Source: an optimization exercise on an open RTL-to-GDS flow (aim: small area, a short achievable clock period and few clock cycles). Production flows keep margins and buffers that such runs may drop.
At most, simulation tests tie the RTL to the original design; equivalence was not proved.
The RTL of runs 3 and 4 was laid out without a check of its function.

==> flow/design.v <==
package ppts_pkg;
  localparam int unsigned NEED_W     = 7;
  localparam int unsigned DUR_W      = 5;
  localparam int unsigned PRIO_W     = 2;
  localparam int unsigned CNT_W      = 32;
  localparam logic [DUR_W-1:0]  MaxDuration = 5'd20;
  localparam logic [PRIO_W-1:0] PrioBlock   = 2'd3;
  typedef enum logic [1:0] {
    STATUS_QUEUED  = 2'd0,
    STATUS_REFUSED = 2'd1,
    STATUS_INVALID = 2'd2,
    STATUS_TICK    = 2'd3
  } status_e;
  typedef enum logic {
    OP_TICK   = 1'b0,
    OP_SUBMIT = 1'b1
  } op_e;
  typedef struct packed {
    logic              operation;
    logic [NEED_W-1:0] task_processors;
    logic [DUR_W-1:0]  task_duration;
  } req_t;
  typedef struct packed {
    logic [1:0]        status;
    logic [6:0]        free_processors;
    logic [4:0]        queue_length;
    logic [6:0]        running_count;
    logic [4:0]        started_now;
    logic [6:0]        finished_now;
    logic [CNT_W-1:0]  tick_total;
    logic [CNT_W-1:0]  idle_total;
    logic [CNT_W-1:0]  completed_total;
    logic [CNT_W-1:0]  refusal_total;
  } res_t;
  typedef struct packed {
    logic [NEED_W-1:0] need;
    logic [DUR_W-1:0]  dur;
    logic [PRIO_W-1:0] prio;
  } wait_t;
  typedef struct packed {
    logic [NEED_W-1:0] need;
    logic [CNT_W-1:0]  due;
  } run_t;
endpackage
import ppts_pkg::*;
module processor_pool_task_scheduler #(
  parameter int unsigned QUEUE_DEPTH    = 16,
  parameter int unsigned RUN_SLOTS      = 64,
  parameter int unsigned MAX_PROCESSORS = 64
) (
  input  logic              clk_i,
  input  logic              rst_ni,
  input  logic              start,
  output logic              busy,
  input  logic [12:0]       req_i,
  output logic              result_valid_o,
  output logic [160:0]      result_o,
  input  logic              cfg_valid_i,
  output logic              cfg_ready_o,
  input  logic [6:0]        cfg_data_i
);
  localparam int unsigned QD = 16;
  localparam int unsigned NB = 20;
  logic [6:0]  pool_q, free_q, held_q, run_q;
  logic [4:0]  cnt_q;
  logic [31:0] tick_q, idle_q, done_q, ref_q;
  logic [1:0]  status_q;
  logic [4:0]  started_q;
  logic [6:0]  fin_q;
  logic        vld_q;
  logic        scan_q;
  logic [3:0]  ptr_q;
  logic [6:0]  thr_q;
  logic        thr_ok_q;
  logic        pv_q, p0_q, p1_q;
  logic [NB-1:0] po_q;      
  logic [6:0]  pn_q;
  logic [6:0]  pn0_q, pn1_q;    
  logic [6:0]  qn_q [QD];
  logic [4:0]  qd_q [QD];
  logic [1:0]  qp_q [QD];
  logic [6:0]  bs_q [NB];
  logic [6:0]  bc_q [NB];
  logic [NB-1:0] bv_q;      
  logic [6:0]  b0_s, b0_c, b1_s;
  assign b0_s = bv_q[0] ? bs_q[0] : 7'd0;
  assign b0_c = bv_q[0] ? bc_q[0] : 7'd0;
  assign b1_s = bv_q[1] ? bs_q[1] : 7'd0;
  logic       is_sub, sub_bad, sub_full, sub_ok, tick_go, first, cfg_go;
  logic [6:0] r_need;
  logic [4:0] r_dur, r_dm1;
  assign r_need   = req_i[11:5];
  assign r_dur    = req_i[4:0];
  assign r_dm1    = (r_dur == 5'd0) ? 5'd0 : r_dur - 5'd1;
  assign is_sub   = start && !scan_q && req_i[12];
  assign sub_bad  = (r_need > pool_q) || (r_dur > 5'd20);
  assign sub_full = cnt_q[4];
  assign sub_ok   = is_sub && !sub_bad && !sub_full;
  assign first    = !scan_q;
  assign tick_go  = scan_q || (start && !req_i[12]);
  assign cfg_go   = cfg_valid_i && !scan_q && !pv_q;
  logic       p0, p1;
  logic [6:0] rs, rc;
  logic [7:0] thr_sum, idl_sum;
  assign p0   = p0_q;
  assign p1   = p1_q;
  assign rs   = b0_s + pn0_q;
  assign rc   = b0_c + (p0 ? 7'd1 : 7'd0);
  logic [6:0] run_b, rel_free;
  logic [7:0] rel_sum;
  logic       rel_gt, thr_gt;
  logic [9:0] rel_cmp, thr_cmp;
  logic       full, fallback;
  assign run_b    = first ? run_q - rc : run_q;
  assign full     = run_q[6] && (scan_q || ((b0_c == 7'd0) && !p0_q));
  assign rel_sum  = idl_sum;
  assign rel_free = rel_gt ? pool_q : rel_sum[6:0];
  assign fallback = first && !thr_ok_q;
  logic [6:0] run_b1;
  logic [4:0] cnt_m1, st_b, st_b1;
  assign run_b1 = run_b + 7'd1;
  assign cnt_m1 = cnt_q - 5'd1;
  assign st_b   = first ? 5'd0 : started_q;
  assign st_b1  = st_b + 5'd1;
  logic [6:0] thr;
  logic [3:0] ptr;
  assign thr = thr_q;
  assign ptr = first ? 4'd0 : ptr_q;
  logic [QD-1:0] cand, fit, hit, seen, fh;
  logic [7:0]    diff [QD];
  always_comb begin
    for (int i = 0; i < QD; i++) begin
      diff[i] = {1'b0, thr} - {1'b0, qn_q[i]};
      cand[i] = (4'(i) >= ptr) && (5'(i) < cnt_q);
      fit[i]  = !diff[i][7] && !full;
      hit[i]  = cand[i] && (fit[i] || (qp_q[i] == 2'd3));
    end
    seen[0] = hit[0];
    for (int i = 1; i < QD; i++) seen[i] = seen[i-1] | hit[i];
    fh[0] = hit[0];
    for (int i = 1; i < QD; i++) fh[i] = hit[i] && !seen[i-1];
  end
  logic       st_now, last, go, start_go;
  logic [6:0] s_need, s_free;
  logic       s_d0, s_d1;
  logic [4:0] s_dm1;
  logic [3:0] h_idx;
  always_comb begin
    st_now = 1'b0;
    last   = 1'b0;
    s_need = '0;
    s_free = '0;
    s_dm1  = '0;
    s_d0   = 1'b0;
    s_d1   = 1'b0;
    h_idx  = '0;
    for (int i = 0; i < QD; i++) begin
      st_now = st_now | (fh[i] & fit[i]);
      last   = last | (fh[i] & (5'(i) + 5'd1 == cnt_q));
      s_need = s_need | ({7{fh[i]}} & qn_q[i]);
      s_free = s_free | ({7{fh[i]}} & diff[i][6:0]);
      s_dm1  = s_dm1  | ({5{fh[i]}} & qd_q[i]);
      s_d0   = s_d0 | (fh[i] & (qd_q[i] == 5'd0));
      s_d1   = s_d1 | (fh[i] & (qd_q[i] == 5'd1));
      h_idx  = h_idx  | ({4{fh[i]}} & 4'(i));
    end
  end
  assign go       = tick_go && !fallback;
  assign start_go = go && st_now;
  logic [6:0] cfg_tot, cfg_free;
  always_comb begin
    cfg_tot = cfg_data_i;
    if (cfg_data_i == 7'd0) cfg_tot = 7'd1;
    else if (cfg_data_i > 7'd64) cfg_tot = 7'd64;
    cfg_free = (cfg_tot > held_q) ? cfg_tot - held_q : 7'd0;
  end
  logic [6:0] tb_s;
  assign tb_s    = first ? b1_s : b0_s;
  logic [6:0] tb_n;
  assign tb_n    = first ? pn1_q : pn0_q;
  assign thr_sum = {1'b0, thr} + {1'b0, tb_s} + {1'b0, tb_n};
  assign idl_sum = {1'b0, free_q} + {1'b0, b0_s} + {1'b0, pn0_q};
  assign thr_cmp = {3'b0, thr} + {3'b0, tb_s} + {3'b0, tb_n} + {3'b0, ~{2'b0, pool_q}};
  assign rel_cmp = {3'b0, free_q} + {3'b0, b0_s} + {3'b0, pn0_q} + {3'b0, ~{2'b0, pool_q}};
  assign thr_gt  = thr_cmp[9];
  assign rel_gt  = rel_cmp[9];
  assign busy           = scan_q;
  assign cfg_ready_o    = !scan_q && !pv_q;
  assign result_valid_o = vld_q;
  assign result_o = {status_q, free_q, cnt_q, run_q, started_q, fin_q,
                     tick_q, idle_q, done_q, ref_q};
  always_ff @(posedge clk_i or negedge rst_ni) begin
    if (!rst_ni) begin
      pool_q    <= 7'd16;
      free_q    <= 7'd16;
      held_q    <= '0;
      run_q     <= '0;
      cnt_q     <= '0;
      tick_q    <= '0;
      idle_q    <= '0;
      done_q    <= '0;
      ref_q     <= '0;
      status_q  <= '0;
      started_q <= '0;
      fin_q     <= '0;
      vld_q     <= 1'b0;
      scan_q    <= 1'b0;
      ptr_q     <= '0;
      thr_q     <= 7'd16;
      thr_ok_q  <= 1'b1;
      pv_q      <= 1'b0;
      p0_q      <= 1'b0;
      p1_q      <= 1'b0;
      po_q      <= '0;
      pn_q      <= '0;
      pn0_q     <= '0;
      pn1_q     <= '0;
    end else begin
      vld_q <= 1'b0;
      pv_q   <= start_go;
      p0_q   <= start_go && s_d0;
      p1_q   <= start_go && s_d1;
      for (int k = 0; k < NB; k++) po_q[k] <= start_go && (s_dm1 == 5'(k));
      pn_q   <= s_need;
      pn0_q  <= (start_go && s_d0) ? s_need : 7'd0;
      pn1_q  <= (start_go && s_d1) ? s_need : 7'd0;
      held_q <= held_q - ((tick_go && first) ? rs : 7'd0) + (pv_q ? pn_q : 7'd0);
      if (!tick_go) begin
        thr_q    <= rel_free;
        thr_ok_q <= !cfg_go;
      end
      if (cfg_go) begin
        pool_q <= cfg_tot;
        free_q <= cfg_free;
      end
      if (is_sub) begin
        vld_q     <= 1'b1;
        started_q <= '0;
        fin_q     <= '0;
        if (sub_bad) begin
          status_q <= 2'd2;
        end else if (sub_full) begin
          status_q <= 2'd1;
          ref_q    <= ref_q + 32'd1;
        end else begin
          status_q <= 2'd0;
          cnt_q    <= cnt_q + 5'd1;
        end
      end
      if (tick_go) begin
        run_q <= start_go ? run_b1 : run_b;
        if (first) begin
          status_q <= 2'd3;
          fin_q    <= rc;
          tick_q   <= tick_q + 32'd1;
          done_q   <= done_q + 32'(rc);
        end
        if (fallback) begin
          free_q    <= rel_free;
          thr_q     <= rel_free;
          ptr_q     <= '0;
          scan_q    <= 1'b1;
          thr_ok_q  <= 1'b0;
          started_q <= '0;
        end else begin
          free_q    <= st_now ? s_free : thr;
          cnt_q     <= st_now ? cnt_m1 : cnt_q;
          ptr_q     <= h_idx;
          scan_q    <= st_now && !last;
          vld_q     <= !st_now || last;
          thr_q     <= st_now ? s_free : (thr_gt ? pool_q : thr_sum[6:0]);
          thr_ok_q  <= !st_now;
          started_q <= st_now ? st_b1 : st_b;
          if (!st_now && (run_b == 7'd0)) begin
            idle_q <= idle_q + 32'd1;
          end
        end
      end
    end
  end
  logic       shift;
  logic [6:0] w_s, w_c;
  assign shift = tick_go && first;
  logic [NB-1:0] we;
  always_comb begin
    for (int k = 0; k < NB; k++) begin
      we[k] = shift ? ((k < NB - 1) ? po_q[(k < NB - 1) ? k + 1 : k] : 1'b0) : po_q[k];
    end
  end
  always_comb begin
    w_s = '0;
    w_c = '0;
    for (int k = 0; k < NB; k++) begin
      w_s = w_s | ({7{po_q[k] & bv_q[k]}} & bs_q[k]);
      w_c = w_c | ({7{po_q[k] & bv_q[k]}} & bc_q[k]);
    end
    w_s = w_s + pn_q;
    w_c = w_c + 7'd1;
  end
  always_ff @(posedge clk_i or negedge rst_ni) begin
    if (!rst_ni) begin
      bv_q <= '0;
    end else begin
      for (int k = 0; k < NB; k++) begin
        if (we[k]) begin
          bv_q[k] <= 1'b1;
        end else if (shift) begin
          bv_q[k] <= (k == NB - 1) ? 1'b0 : bv_q[(k == NB - 1) ? k : k + 1];
        end
      end
    end
  end
  always_ff @(posedge clk_i) begin
    for (int k = 0; k < NB; k++) begin
      if (we[k]) begin
        bs_q[k] <= w_s;
        bc_q[k] <= w_c;
      end else if (shift && (k < NB - 1)) begin
        bs_q[k] <= bs_q[(k == NB - 1) ? k : k + 1];
        bc_q[k] <= bc_q[(k == NB - 1) ? k : k + 1];
      end
    end
  end
  always_ff @(posedge clk_i) begin
    for (int i = 0; i < QD; i++) begin
      if (go) begin
        if (st_now && seen[i]) begin
          if (i < QD - 1) begin
            qn_q[i] <= qn_q[(i < QD - 1) ? i + 1 : i];
            qd_q[i] <= qd_q[(i < QD - 1) ? i + 1 : i];
            qp_q[i] <= qp_q[(i < QD - 1) ? i + 1 : i];
          end
        end else if (cand[i] && !seen[i]) begin
          qp_q[i] <= qp_q[i] + 2'd1;
        end
      end else if (sub_ok && (cnt_q[3:0] == 4'(i))) begin
        qn_q[i] <= r_need;
        qd_q[i] <= r_dm1;
        qp_q[i] <= 2'd0;
      end
    end
  end
endmodule
==> flow/run.sh <==
#!/bin/bash
# synth_recipe.tcl (not shown) runs the flow's synth.tcl, then flattens the netlist and writes it again
# the make line also repeats each setting of config.mk as NAME=value (left out here)
make -C /OpenROAD-flow-scripts/flow DESIGN_CONFIG=/design/flow/config.mk WORK_HOME=/design/flow/orfs CLKGATE_MAP_FILE= SYNTH_SCRIPT=/design/flow/synth_recipe.tcl finish
==> flow/config.mk <==
export PLATFORM = sky130hd
export DESIGN_NAME = processor_pool_task_scheduler
export DESIGN_NICKNAME = processor_pool_task_scheduler
export VERILOG_FILES = /design/flow/design.v
export SDC_FILE = /design/flow/constraint.sdc
export NUM_CORES = 4
export LEC_CHECK = 0
export CAP_MARGIN = 20
export CORE_MARGIN = 2
export CORE_UTILIZATION = 40
export SETUP_SLACK_MARGIN = 4.0
export SLEW_MARGIN = 20
==> flow/constraint.sdc <==
create_clock -name core_clock -period 8.0 [get_ports {clk_i}]
set_input_delay 1.6000 -clock core_clock [delete_from_list [all_inputs] [get_ports {clk_i}]]
set_output_delay 1.6000 -clock core_clock [all_outputs]
set_load 0.01 [all_outputs]
==> results of run 1 <==
-- sequential cells by signal, indices dropped and copies added, names as in the netlist, 32 cells and up, named ones only --
| signal | flops |
|---|---|
| qn_q | 112 |
| bc_q | 140 |
| tick_q | 32 |
| qp_q | 32 |
| idle_q | 32 |
| bs_q | 140 |
| ref_q | 32 |
| qd_q | 80 |
| done_q | 32 |
-- worst min-delay path by stage --
stage | endpoint | cells after the start
2_1_floorplan | bv_q[19] | 2
3_3_place_gp | done_q[31] | 1
3_5_place_dp | ref_q[31] | 1
4_1_cts | ref_q[31] | 1
5_1_grt | ref_q[31] | 1
6_report | ref_q[31] | 1
-- layout make-up --
type | instances | area (um^2)
fill | 10100 | 55700
multi-input combinational | 3016 | 24200
sequential | 756 | 21500
timing repair buffer | 531 | 5200
clock buffer | 117 | 2450
tap | 1500 | 1880
inverter | 298 | 1130
clock inverter | 51 | 571
timing repair inverter | 1 | 5.00
antenna | 1 | 2.50
-- worst max-delay path, cell delays in order, from the launching register on --
cell and delay (ns):
dfstp_2 0.59, buf_12 0.15, buf_4 0.12, buf_4 0.21, ha_1 0.30, o21a_1 0.19, or4_1 0.53, and2_1 0.21
and2_4 0.23, a221o_1 0.30, o211ai_1 0.13, nand4_1 0.39, or4_4 0.59, nor2_1 0.10
-- cells by family (layout without fill, tap and decap cells) --
group,after synthesis,in the layout
AOI/OAI and AO/OA,1151,1153
xor gates and xnor gates,257,257
adders and majority gates,278,278
buffers and inverters,534,998
DFF,756,756
muxes,195,195
other,0,1
and+or+nand+nor,1131,1133
-- per-layer routing --
metal	global-route usage, %	vias up
met5	0	-
met4	12.2	6
met3	5.66	476
met2	41.2	2090
met1	38.0	18700
li1	-	16600
-- cell usage after synthesis (all sizes together), types with 33 or more instances --
| master | instances |
|---|---|
| a21o | 209 |
| a21oi | 170 |
| a221oi | 58 |
| a22o | 57 |
| a22oi | 73 |
| and2 | 62 |
| and3 | 67 |
| buf | 50 |
| clkbuf | 186 |
| dfrtp | 248 |
| edfxtp | 504 |
| fa | 67 |
| ha | 211 |
| inv | 298 |
| mux2 | 147 |
| mux2i | 48 |
| nand2 | 375 |
| nand3 | 94 |
| nand4 | 69 |
| nor2 | 226 |
| nor2b | 33 |
| nor3 | 64 |
| o21a | 57 |
| o21ai | 265 |
| xnor2 | 197 |
| xor2 | 60 |
-- metrics by stage --
stage               cells  utilization [%]  worst slack [ns]  hold slack, ns  area (um^2)
floorplan            4302                -              3.93           0.469        45800
global placement     5843             43.8              2.09           0.461        49400
detailed placement   5843             43.8              2.03           0.465        49400
CTS                  6149             48.8              3.89           0.477        55000
global route         6270             50.5              3.79           0.491        56900
finish               6271             50.5              3.86           0.476        56900
-- repair_timing --
action | in CTS | in global routing
endpoints found under the setup margin | 651 | 420
pin swaps | 99 | 161
resized for setup | 293 | 215
cloned | 7 | 8
setup buffers | 131 | 113
==> run_results.csv, run 1 <==
group,metric,value,unit
run_status,outcome,"complete, no violations",
critical_path,rr_endpoint,"po_q[18]",
logic_synthesis,yosys-top-cells-area,"edfxtp_1 33%, dfrtp_1 14%, ha_1 5.8%",
drt,wl_met2,71800,um
critical_path,required,8.60,ns
drt,wire_per_inst,26.5,um
cells_and_area,layout_commonest_cell,"edfxtp_1",
critical_path,r2r_setup_slack,3.86,ns
drt,route.met3.wl,17300,um
logic_synthesis,synth-seq-cells,756,
timing,setup_violations,0,
floorplan,rows,123,
drt,via_per_inst,6.03,
logic_synthesis,synthArstFlopShare,33.3,%
global_routing,antenna_found_initial,5,
logic_synthesis,synth_top_family_by_area,"compound AO/OA/AOI/OAI gates",
logic_synthesis,syn_area,0.0455,mm^2
global_routing,first_global_vias,35900,
logic_synthesis,synth-edff-count,504,
clock_tree,clk_path_buf_depth,3,
floorplan,die-area,0.116,mm^2
clock_tree,path_clk_slew,0.06,ns
timing,worst_pin_slew,1.13,ns
place,portBuffers,187,
timing,finalMaxSlewViolations,0,
floorplan,ios,188,
hold_path,min_from,"ref_q[31]",
critical_path,arrival,4.73,ns
clock_tree,worstSkewPairLatency,0.71,ns
critical_path,cp-end-kind,"register",
clock_tree,cts_tree,"yes",
logic_synthesis,synthFlopType,"edfxtp_1",
critical_path,worstSetupPathType,"register to register",
logic_synthesis,syn_nets,4604,
drt,top_layer_used,"met5",
hold_path,hold_path.class,"register to register",
logic_synthesis,synth_top_cell_by_area,"edfxtp_1",
clock_tree,numCtsBuffers,89,
floorplan,die_w,341,um
drt,vias,37800,
run,maxCapViolCount,0,
drt,drc,0,
logic_synthesis,syn_avg_cell_area,10.6,um^2
timing,finalHoldViolCount,0,
floorplan,initial_utilization,40.4,%
timing,fin_tns_setup,0,ns
critical_path,cp_max_fo,10,
logic_synthesis,yosys_warnings,7,
global_routing,grt_max_degree,149,
logic_synthesis,synth_compound_area_share,17.7,%
critical_path,r2r_cells,13,
timing,worst_clock_skew,0.0544,ns
global_routing,grt_pass1_wl,238000,um
drt,drtIter0Drc,4312,
place,dp_hpwl,112000,um
logic_synthesis,synthAdderAreaFrac,8.75,%
global_routing,gr-total-overflow,0,
logic_synthesis,synthMuxAreaShare,4.69,%
drt,wl_met1,68700,um
logic_synthesis,synth-xor-area-share,4.95,%
drt,wirelength,166000,um
global_routing,grtUsageTotal,27.4,%
cells_and_area,layout_common_cells,"504 x edfxtp_1, 353 x nand2_1, 291 x inv_1",
timing,period_needed,4.14,ns
cells_and_area,nets,4995,
floorplan,die_h,341,um
critical_path,critPathCapture,"po_q[18]",
cells_and_area,drive_gt1_share,21.7,%
clock_tree,cts.sinks,756,
logic_synthesis,synth_top_area_share,33.3,%
timing,fin_crit_sh,51.7,%
place,gp_congestion,0.946,
clock_tree,cts_hold_buf,0,
drt,drtPass1Iterations,10,
clock_tree,htree_levels,3,
logic_synthesis,yosysSeqAreaShare,47.1,%
floorplan,coreArea,0.113,mm^2
critical_path,startpoint,"thr_q[4]",
drt,ant_nets,0,
timing,fmax,242,MHz
timing,max-slew-margin-rel,24.1,%
logic_synthesis,synthCells,4302,
logic_synthesis,synthSimpleGateAreaFrac,12.3,%
cells_and_area,areaGrowthSynthToFinish,25.1,%
critical_path,timing.rr.start,"thr_q[4]",
logic_synthesis,synth_cell_type_count,105,
timing,rsz0062_at_grt,"true",
critical_path,worstSetupStartpointType,"register",
clock_tree,root_buffer,"clkbuf_16",
Testbench counts, summed over its fixed seeds: cycles 6,434.
==> run 2, diff against run 1 <==
--- a/flow/config.mk
+++ b/flow/config.mk
@@ -5,8 +5,8 @@
 export SDC_FILE = /design/flow/constraint.sdc
 export NUM_CORES = 4
 export LEC_CHECK = 0
-export CAP_MARGIN = 20
+export CAP_MARGIN = 5
 export CORE_MARGIN = 2
 export CORE_UTILIZATION = 40
 export SETUP_SLACK_MARGIN = 4.0
-export SLEW_MARGIN = 20
+export SLEW_MARGIN = 5
==> run_results.csv, run 2 <==
group,metric,value,unit
drt,drc,0,
drt,ant_nets,0,
run,maxCapViolCount,0,
global_routing,grtUsageTotal,27.1,%
timing,worst_clock_skew,0.0618,ns
clock_tree,clk_path_buf_depth,3,
global_routing,antenna_found_initial,2,
timing,period_needed,4.24,ns
critical_path,required,8.57,ns
timing,finalMaxSlewViolations,0,
logic_synthesis,synthArstFlopShare,33.3,%
logic_synthesis,synth_cell_type_count,105,
logic_synthesis,syn_area,0.0455,mm^2
clock_tree,cts_hold_buf,0,
logic_synthesis,yosysSeqAreaShare,47.1,%
timing,rsz0062_at_grt,"true",
logic_synthesis,yosys-top-cells-area,"edfxtp_1 33%, dfrtp_1 14%, ha_1 5.8%",
global_routing,gr-max-usage-layer,"met2",
timing,max-slew-margin-rel,21.8,%
clock_tree,cts_tree,"yes",
drt,drtPass1Iterations,8,
hold_path,hold_path.class,"register to register",
cells_and_area,layout_common_cells,"504 x edfxtp_1, 355 x nand2_1, 291 x inv_1",
logic_synthesis,syn_nets,4604,
floorplan,rows,123,
global_routing,first_global_vias,35500,
global_routing,grt.met3_usage,5.48,%
timing,fin_crit_sh,53.0,%
clock_tree,htree_levels,3,
timing,fmax,236,MHz
cells_and_area,fill_cells,10100,
clock_tree,numCtsBuffers,88,
logic_synthesis,syn_avg_cell_area,10.6,um^2
global_routing,gr-total-overflow,0,
logic_synthesis,synthFlopType,"edfxtp_1",
critical_path,arrival,4.81,ns
logic_synthesis,synthCells,4302,
timing,setup_violations,0,
drt,wire_per_inst,26.5,um
logic_synthesis,synth_top_area_share,33.3,%
place,placed_cells_incl_taps,5843,
cells_and_area,final_util,50.5,%
timing,fin_tns_setup,0,ns
cells_and_area,stdcell_area,0.0569,mm^2
place,dp_hpwl,112000,um
cells_and_area,top_regs,"bc_q: 140 flops, bs_q: 140 flops, qn_q: 112 flops",
global_routing,use_met1,38.2,%
cells_and_area,instances_no_fill,6256,
clock_tree,cts.sinks,756,
critical_path,cp-end-kind,"register",
drt,vias,37700,
floorplan,initial_utilization,40.4,%
cells_and_area,areaGrowthSynthToFinish,25.0,%
place,gp_congestion,0.946,
logic_synthesis,synth_top_cell_by_area,"edfxtp_1",
logic_synthesis,synth.most_common_cell,"edfxtp_1",
logic_synthesis,synth-seq-cells,756,
clock_tree,worstSkewPairLatency,0.71,ns
floorplan,die_h,341,um
drt,via_per_inst,6.03,
clock_tree,path_clk_slew,0.06,ns
critical_path,worstSetupStartpointType,"register",
run_status,outcome,"complete, no violations",
drt,drtIter0Drc,4192,
cells_and_area,layout_commonest_cell,"edfxtp_1",
floorplan,coreArea,0.113,mm^2
global_routing,grtUsageMet2,40.8,%
drt,wirelength,166000,um
timing,whs,0.474,ns
cells_and_area,drive_gt1_share,21.6,%
floorplan,ios,188,
clock_tree,root_buffer,"clkbuf_16",
floorplan,die_w,341,um
logic_synthesis,synth-edff-count,504,
critical_path,worstSetupPathType,"register to register",
logic_synthesis,synth_common_cells,"504 x edfxtp_1, 373 x nand2_1, 297 x inv_1",
critical_path,cp_max_fo,8,
logic_synthesis,yosys_warnings,7,
timing,finalHoldViolCount,0,
timing,worst_pin_slew,1.17,ns
cells_and_area,nets,4983,
place,portBuffers,187,
floorplan,die-area,0.116,mm^2
place,placed_area,0.0494,mm^2
global_routing,grt_pass1_wl,236000,um
global_routing,grt_max_degree,149,
run 2: logic make-up (layout without fill, tap and decap cells):
| kind of cell | count (synthesis) | in the layout | share of synthesized area, % |
|---|---|---|---|
| AOI/OAI and AO/OA | 1151 | 1152 | 17.7 |
| and+or+nand+nor | 1131 | 1132 | 12.3 |
| DFF | 756 | 756 | 47.1 |
| buffers and inverters | 534 | 985 | 4.54 |
| adders and majority gates | 278 | 278 | 8.75 |
| xor gates and xnor gates | 257 | 257 | 4.95 |
| muxes | 195 | 195 | 4.69 |
| other | 0 | 1 | 0 |
run 2: critical path, cell delays in order (launching register included):
cell and delay, ns:
dfrtp_1 0.39, clkinvlp_4 0.20, buf_12 0.21, buf_4 0.14, ha_1 0.23, nor2b_4 0.13, o211a_1 0.21, o211a_1 0.23
o21ai_1 0.12, a21oi_1 0.21, buf_4 0.17, nor4_4 0.06, buf_2 0.22, a222oi_1 0.72, nand4_1 0.28, a21oi_2 0.26
and3_4 0.27, nor2_1 0.06
run 2: worst paths after layout:
path | startpoint | to | slack, ns | depth (start not counted)
max reg2reg | thr_q[0] | pn0_q[5] | 3.76 | 17
min in group asynchronous | rst_ni | fin_q[2] | 0.99 | 1
min | done_q[31] | done_q[31] | 0.47 | 1
max in group asynchronous | rst_ni | thr_q[1] | 5.52 | 2
min reg2reg | done_q[31] | done_q[31] | 0.47 | 1
max | thr_q[0] | pn0_q[5] | 3.76 | 17
run 2: final cells by class:
class	count	area, um^2	share of cell area [%]
Antenna cell	1	2.50	0.00440
Clock buffer	126	2530	4.45
Clock inverter	38	502	0.882
Inverter	298	1130	1.99
Multi-Input combinational cell	3014	24200	42.6
Sequential cell	756	21500	37.8
Tap cell	1500	1880	3.30
Timing Repair Buffer	522	5130	9.02
Timing Repair inverter	1	5.00	0.00880
run 2: per-stage QoR:
stage / setup WS (ns)
after floorplan: 3.93
after global placement: 2.09
after detailed placement: 2.06
after CTS: 3.90
after global routing: 3.71
final: 3.76
run 2: repair_timing:
action	CTS	global route
setup buffers	101	134
cloned	3	10
gates resized for setup	266	243
endpoints found under the setup margin	651	487
pin swaps	91	157
hold endpoints to repair	0	0
run 2: per-layer routing:
| layer | vias to the layer above | part of all wire [%] |
|---|---|---|
| met5 | - | 0.0078 |
| met4 | 2 | 4.5 |
| met3 | 410 | 10 |
| met2 | 2038 | 44 |
| met1 | 18800 | 41 |
| li1 | 16500 | - |
==> run 3, diff against run 2 <==
--- a/flow/design.v
+++ b/flow/design.v
@@ -126,13 +126,27 @@
   logic [3:0] ptr;
   assign thr = thr_q;
   assign ptr = first ? 4'd0 : ptr_q;
+  function automatic logic ge7(input logic [6:0] a, input logic [6:0] b);
+    logic [6:0] g, e;
+    logic [3:0] gh, eh;
+    logic       g1, g0, e1;
+    g = a & ~b;
+    e = ~(a ^ b);
+    gh[3] = g[6];                      eh[3] = e[6];
+    gh[2] = g[5] | (e[5] & g[4]);      eh[2] = e[5] & e[4];
+    gh[1] = g[3] | (e[3] & g[2]);      eh[1] = e[3] & e[2];
+    gh[0] = g[1] | (e[1] & g[0]);      eh[0] = e[1] & e[0];
+    g1 = gh[3] | (eh[3] & gh[2]);      e1 = eh[3] & eh[2];
+    g0 = gh[1] | (eh[1] & gh[0]);
+    ge7 = g1 | (e1 & (g0 | (eh[1] & eh[0])));
+  endfunction
   logic [QD-1:0] cand, fit, hit, seen, fh;
   logic [7:0]    diff [QD];
   always_comb begin
     for (int i = 0; i < QD; i++) begin
       diff[i] = {1'b0, thr} - {1'b0, qn_q[i]};
       cand[i] = (4'(i) >= ptr) && (5'(i) < cnt_q);
-      fit[i]  = !diff[i][7] && !full;
+      fit[i]  = ge7(thr, qn_q[i]) && !full;
       hit[i]  = cand[i] && (fit[i] || (qp_q[i] == 2'd3));
     end
     seen[0] = hit[0];
--- a/flow/config.mk
+++ b/flow/config.mk
@@ -5,8 +5,8 @@
 export SDC_FILE = /design/flow/constraint.sdc
 export NUM_CORES = 4
 export LEC_CHECK = 0
-export CAP_MARGIN = 5
+export CAP_MARGIN = 20
 export CORE_MARGIN = 2
 export CORE_UTILIZATION = 40
 export SETUP_SLACK_MARGIN = 4.0
-export SLEW_MARGIN = 5
+export SLEW_MARGIN = 20
==> run_results.csv, run 3 <==
group,metric,value,unit
drt,drc,0,
cells_and_area,seqCellArea,0.0215,mm^2
clock_tree,cts_tree,"yes",
drt,wire_per_inst,29.9,um
cells_and_area,layout_common_cells,"504 x edfxtp_1, 367 x nand2_1, 294 x inv_1",
global_routing,grt_max_degree,108,
floorplan,die_h,347,um
clock_tree,clk_path_buf_depth,3,
logic_synthesis,synth_cell_type_count,114,
logic_synthesis,syn_avg_cell_area,10.4,um^2
run_status,outcome,"complete, no violations",
critical_path,cp.depth,14,
hold_path,hold_path.class,"register to register",
logic_synthesis,synthFlopType,"edfxtp_1",
logic_synthesis,yosys_warnings,7,
run,maxCapViolCount,0,
critical_path,startpoint,"thr_q[4]",
floorplan,initial_utilization,40.4,%
cells_and_area,fill_cells,10400,
timing,fmax,244,MHz
cells_and_area,nets,5231,
global_routing,use_met1,42.3,%
clock_tree,worstSkewPairLatency,0.73,ns
global_routing,grtUsageTotal,30.9,%
cells_and_area,instances_no_fill,6513,
global_routing,first_global_vias,38400,
critical_path,cp_num_buf_inv,4,
timing,fin_crit_sh,51.3,%
critical_path,cpMostUsedCell,"buf_4",
critical_path,arrival,4.72,ns
logic_synthesis,synthCells,4501,
clock_tree,path_clk_slew,0.07,ns
logic_synthesis,synth.most_common_cell,"edfxtp_1",
global_routing,grt_pass1_wl,272000,um
floorplan,rows,125,
timing,worst_pin_slew,1.23,ns
place,portBuffers,187,
timing,rsz0062_at_grt,"true",
timing,period_needed,4.10,ns
logic_synthesis,synth-edff-count,504,
cells_and_area,layout_commonest_cell,"edfxtp_1",
global_routing,gr-total-overflow,0,
clock_tree,htree_levels,3,
critical_path,required,8.61,ns
floorplan,die-area,0.120,mm^2
logic_synthesis,synthArstFlopShare,33.3,%
clock_tree,root_buffer,"clkbuf_16",
critical_path,cp-end-kind,"register",
clock_tree,numCtsBuffers,87,
floorplan,coreArea,0.116,mm^2
timing,fin_tns_setup,0,ns
critical_path,path_cells,"buf_12 > ha_4 > and3_4 > a221oi_4 > and3b_2 > buf_4 > buf_4 > nor2_1 > buf_4 > a221oi_1 > o22ai_1 > nor4_1 > o211ai_1 > and3_1",
cells_and_area,top_regs,"bc_q: 140 flops, bs_q: 140 flops, qn_q: 112 flops",
timing,finalHoldViolCount,0,
timing,max-slew-margin-rel,17.7,%
drt,drtPass1Iterations,7,
critical_path,cpMaxStageDelayCell,"dfstp_4",
logic_synthesis,syn_nets,4819,
hold_path,min_from,"tick_q[31]",
place,gp_congestion,1.10,
global_routing,grtUsageMet2,45.2,%
logic_synthesis,synth_common_cells,"504 x edfxtp_1, 383 x nand2_1, 305 x inv_1",
clock_tree,cts.sinks,756,
place,dp_hpwl,135000,um
drt,drtIter0Drc,5501,
drt,via_per_inst,6.30,
logic_synthesis,yosys-top-cells-area,"edfxtp_1 32%, dfrtp_1 13%, ha_1 6.0%",
drt,vias,41000,
critical_path,slowest_delay,0.66,ns
timing,worst_clock_skew,0.0645,ns
floorplan,ios,188,
timing,whs,0.471,ns
drt,wirelength,195000,um
critical_path,timing.rr.start,"thr_q[4]",
cells_and_area,drive_gt1_share,23.1,%
global_routing,gr-max-usage-layer,"met2",
logic_synthesis,synth_top_area_share,32.2,%
place,placed_cells_incl_taps,6083,
logic_synthesis,syn_area,0.0470,mm^2
global_routing,grt.met3_usage,7.47,%
critical_path,r2r_cells,14,
logic_synthesis,synth-seq-cells,756,
critical_path,worstSetupStartpointType,"register",
critical_path,r2r_setup_slack,3.90,ns
global_routing,antenna_found_initial,4,
logic_synthesis,synth_top_cell_by_area,"edfxtp_1",
logic_synthesis,yosysSeqAreaShare,45.7,%
critical_path,worstSetupPathType,"register to register",
cells_and_area,areaGrowthSynthToFinish,26.7,%
floorplan,die_w,347,um
critical_path,crit_family,"simple AND/OR/NAND/NOR gates",
cells_and_area,multi_input_area,0.0265,mm^2
critical_path,critPathCapture,"pn1_q[3]",
critical_path,rr_endpoint,"pn1_q[3]",
drt,ant_nets,0,
timing,setup_violations,0,
timing,finalMaxSlewViolations,0,
critical_path,cp_max_fo,14,
[run 3: cell types whose count changed in the layout (fill, tap and decap cells not counted), sizes merged, moves of 16 or more]
cell	previous run	this run
nand3	94	137
a21o	209	230
xnor2	197	155
clkinv	21	39
ha	211	227
a221oi	58	79
a31oi	12	29
o21a	57	73
nor3	64	117
nor4	31	59
buf	329	363
xor2	60	83
a222oi	24	5
[run 3: final cells by class]
| type | instances | area share (%) |
|---|---|---|
| timing repair buffer | 553 | 9.10 |
| sequential | 756 | 36.1 |
| antenna | 2 | 0.00841 |
| inverter | 308 | 2.00 |
| tap | 1524 | 3.21 |
| timing repair inverter | 2 | 0.0547 |
| multi-input combinational | 3205 | 44.5 |
| clock inverter | 49 | 0.959 |
| clock buffer | 114 | 4.05 |
[run 3: cells by family after synthesis]
kind of cell / synth area share [%]
xor gates and xnor gates: 4.44
AOI/OAI and AO/OA: 18.3
muxes: 4.26
DFF: 45.7
and+or+nand+nor: 13.8
buffers and inverters: 4.64
adders and majority gates: 8.90
[run 3: how the worst min path moves through the flow]
| stage | to | slack, ns | depth (start not counted) |
|---|---|---|---|
| finish | tick_q[31] | 0.47 | 1 |
| global route | tick_q[31] | 0.49 | 1 |
| CTS | tick_q[31] | 0.47 | 1 |
| detailed placement | tick_q[31] | 0.46 | 1 |
| global placement | tick_q[31] | 0.46 | 1 |
| floorplan | bv_q[19] | 0.48 | 2 |
[run 3: per-stage QoR]
step           area (um^2)  setup slack (ns)  util, %
5_1_grt              59500              3.85     51.1
4_1_cts              56800              3.87     48.8
3_5_place_dp         51200              1.67     44.0
6_report             59500              3.90     51.1
3_3_place_gp         51200              1.84     44.0
2_1_floorplan        47500              3.83        -
[run 3: routing by layer]
layer	wire (um)	vias up
met5	10	-
met4	12900	2
met3	22000	672
met2	81900	2575
met1	77800	20300
li1	-	17500
[run 3: repair_timing]
action,CTS,global route
gates cloned,6,16
hold buffers,0,0
gates resized for setup,273,298
endpoints found under the setup margin,533,418
setup buffers,128,112
pin swaps,51,106
==> run 4, diff against run 3 <==
--- a/flow/config.mk
+++ b/flow/config.mk
@@ -8,5 +8,5 @@
 export CAP_MARGIN = 20
 export CORE_MARGIN = 2
 export CORE_UTILIZATION = 40
-export SETUP_SLACK_MARGIN = 4.0
+export SETUP_SLACK_MARGIN = 4.3
 export SLEW_MARGIN = 20
==> run_results.csv, run 4 <==
group,metric,value,unit
critical_path,worstSetupPathType,"register to register",
critical_path,cpMostUsedCell,"buf_6",
timing,finalHoldViolCount,0,
timing,fin_crit_sh,51.4,%
timing,setup_ws,3.89,ns
critical_path,cp_max_fo,16,
critical_path,path_cells,"buf_8 > ha_1 > a21o_1 > a221oi_4 > and3b_2 > a2bb2oi_4 > buf_6 > nand4_4 > buf_12 > buf_12 > buf_6 > a211o_4 > and4_4 > buf_6 > nand3_4 > nand4_1 > buf_4 > a22o_1",
hold_path,hold_end,"ref_q[31]",
critical_path,r2r_cells,18,
clock_tree,numCtsBuffers,90,
timing,period_needed,4.11,ns
floorplan,die-area,0.120,mm^2
logic_synthesis,synth_top_area_share,32.2,%
logic_synthesis,syn_area,0.0470,mm^2
place,pre_cts_ws,2.27,ns
logic_synthesis,yosys-top-cells-area,"edfxtp_1 32%, dfrtp_1 13%, ha_1 6.0%",
cells_and_area,areaGrowthSynthToFinish,36.3,%
place,gp_congestion,1.00,
hold_path,whs_path_depth,1,
clock_tree,root_buffer,"clkbuf_16",
critical_path,cp-end-kind,"register",
global_routing,antenna_found_initial,5,
logic_synthesis,synth_common_cells,"504 x edfxtp_1, 383 x nand2_1, 305 x inv_1",
critical_path,crit_family,"compound AO/OA/AOI/OAI gates",
timing,worst_clock_skew,0.0465,ns
drt,drtPass1Iterations,7,
critical_path,required,8.57,ns
floorplan,die_h,347,um
critical_path,slowest_delay,0.42,ns
timing,fmax,243,MHz
logic_synthesis,yosysSeqAreaShare,45.7,%
cells_and_area,layout_commonest_cell,"edfxtp_1",
floorplan,ios,188,
logic_synthesis,synth-edff-count,504,
timing,worst_pin_slew,1.31,ns
floorplan,coreArea,0.116,mm^2
place,portBuffers,187,
timing,setup_violations,0,
clock_tree,clk_path_buf_depth,3,
critical_path,cpMaxStageDelayCell,"dfrtp_2",
clock_tree,cts.sinks,756,
global_routing,gr-max-usage-layer,"met2",
timing,rsz0062_at_grt,"true",
logic_synthesis,synthArstFlopShare,33.3,%
logic_synthesis,synthFlopType,"edfxtp_1",
run,maxCapViolCount,0,
drt,vias,42200,
timing,fin_tns_setup,0,ns
logic_synthesis,yosys_warnings,7,
global_routing,grt_max_degree,98,
place,placed_cells_incl_taps,6068,
place,dp_hpwl,133000,um
hold_path,min_from,"ref_q[31]",
global_routing,grtUsageMet2,47.2,%
clock_tree,path_clk_slew,0.06,ns
timing,finalMaxSlewViolations,0,
cells_and_area,top_regs,"bc_q: 140 flops, bs_q: 140 flops, qn_q: 112 flops",
cells_and_area,nets,5448,
global_routing,grt_pass1_wl,285000,um
logic_synthesis,syn_nets,4819,
cells_and_area,layout_common_cells,"504 x edfxtp_1, 374 x buf_4, 355 x nand2_1",
logic_synthesis,synth.most_common_cell,"edfxtp_1",
floorplan,rows,125,
floorplan,initial_utilization,40.4,%
drt,drtIter0Drc,5370,
drt,wire_per_inst,29.8,um
drt,drc,0,
drt,wirelength,201000,um
floorplan,die_w,347,um
timing,whs,0.472,ns
drt,via_per_inst,6.27,
global_routing,use_met1,44.2,%
critical_path,arrival,4.69,ns
cells_and_area,instances_no_fill,6734,
global_routing,grtUsageTotal,32.3,%
global_routing,gr-total-overflow,0,
critical_path,rr_endpoint,"vld_q",
drt,ant_nets,0,
run_status,outcome,"complete, no violations",
logic_synthesis,syn_avg_cell_area,10.4,um^2
critical_path,r2r_setup_slack,3.89,ns
clock_tree,htree_levels,3,
logic_synthesis,synth_top_cell_by_area,"edfxtp_1",
critical_path,timing.rr.start,"thr_q[2]",
timing,max-slew-margin-rel,12.0,%
critical_path,worstSetupStartpointType,"register",
critical_path,cp_num_buf_inv,7,
clock_tree,cts_tree,"yes",
cells_and_area,drive_gt1_share,29.9,%
logic_synthesis,synthCells,4501,
logic_synthesis,synth_cell_type_count,114,
logic_synthesis,synth-seq-cells,756,
hold_path,hold_path.class,"register to register",
clock_tree,worstSkewPairLatency,0.72,ns
global_routing,first_global_vias,40200,
global_routing,grt.met3_usage,8.57,%
==> run 4: changes by cell type in the layout (fill, tap and decap cells not counted), sizes merged, moves of 2 or more <==
cell	delta
diode	+2
nand2	-2
dlygate4sd2	+3
clkinvlp	+6
clkdlybuf4s50	-9
clkinv	+3
buf	+215
==> run 4: routing by layer <==
metal  wire, um  vias up
li1           -    17900
met3      23200      642
met4      12400        6
met5        129        -
met1      79800    20900
met2      85400     2718
==> run 4: cell type report <==
class / count / area [um^2]
Tap cell: 1524 / 1910
Fill cell: 9859 / 52400
Timing Repair inverter: 4 / 48.8
Clock buffer: 113 / 2470
Multi-Input combinational cell: 3205 / 28400
Clock inverter: 55 / 597
Sequential cell: 756 / 21500
Inverter: 308 / 1190
Antenna cell: 4 / 10.0
Timing Repair Buffer: 765 / 7830
==> run 4: worst max path at each step <==
stage	endpoint	slack, ns	from	cells past startpoint
global placement	run_q[3]	2.29	thr_q[6]	12
finish	vld_q	3.89	thr_q[2]	18
floorplan	thr_q[1]	3.84	scan_q	21
detailed placement	po_q[11]	2.27	thr_q[6]	12
global route	vld_q	3.90	thr_q[5]	18
CTS	qn_q[14][0]	4.01	thr_q[4]	19
==> run 4: kinds of logic (layout without fill, tap and decap cells) <==
family                   count (synthesis)  count (layout)  share of synthesized area (%)
AO/OA/AOI/OAI                         1216            1221                           18.3
XOR/XNOR                               238             238                           4.44
adder cells (fa/ha/maj)                294             294                           8.90
buffers and inverters                  551            1245                           4.64
flip-flops                             756             756                           45.7
multiplexers                           183             183                           4.26
other                                    0               4                              0
AND/OR/NAND/NOR                       1263            1269                           13.8
==> run 4: what timing repair did <==
item / 4_1_cts / 5_1_grt
hold buffers: 0 / 0
pin swaps: 236 / 161
cloned: 20 / 7
buffers inserted: 377 / 90
setup endpoints to repair: 937 / 461
resized for setup: 617 / 265
==> run 4: metrics by stage <==
step,instance area (um^2),util [%]
6_report,64000,55.0
5_1_grt,64000,55.0
4_1_cts,61900,53.2
3_5_place_dp,52100,44.8
3_3_place_gp,52100,44.8
2_1_floorplan,48600,-

[afterwards: timing with drivers on the ports]
How much do the figures lean on ideal ports? The routed layouts below were timed once more, with nothing changed but the port constraints. Step 1 sets driving cells, clkbuf_16 on the clock port and buf_2 on the other inputs (assumed; they add their load-dependent delay and slew). Step 2 adds t to the input delays and takes it off the output delays; t is the mean of the earliest and latest rising clock arrival at the registers after step 1. Input paths then give back, and output paths get back, about the clock's delay inside the block. Slacks: no drivers / after step 1 / after step 2; pairs: no drivers / after step 1.
run | t (ns) | setup slack, ns | worst hold slack (ns) | clock arrival spread, ns
run 1 | 0.766 | 3.862 / 3.862 / 3.425 | 0.476 / 0.476 / 0.476 | 0.057 / 0.057
run 2 | 0.752 | 3.756 / 3.756 / 3.225 | 0.474 / 0.474 / 0.474 | 0.062 / 0.062
run 3 | 0.770 | 3.898 / 3.898 / 3.349 | 0.471 / 0.471 / 0.471 | 0.065 / 0.065
run 4 | 0.770 | 3.886 / 3.886 / 3.415 | 0.472 / 0.472 / 0.472 | 0.047 / 0.046
After both steps setup and hold are still met in every run listed. For run 3, which loses most, drivers alone change the setup slack by 0.000 ns; drivers and shift together by -0.549 ns.
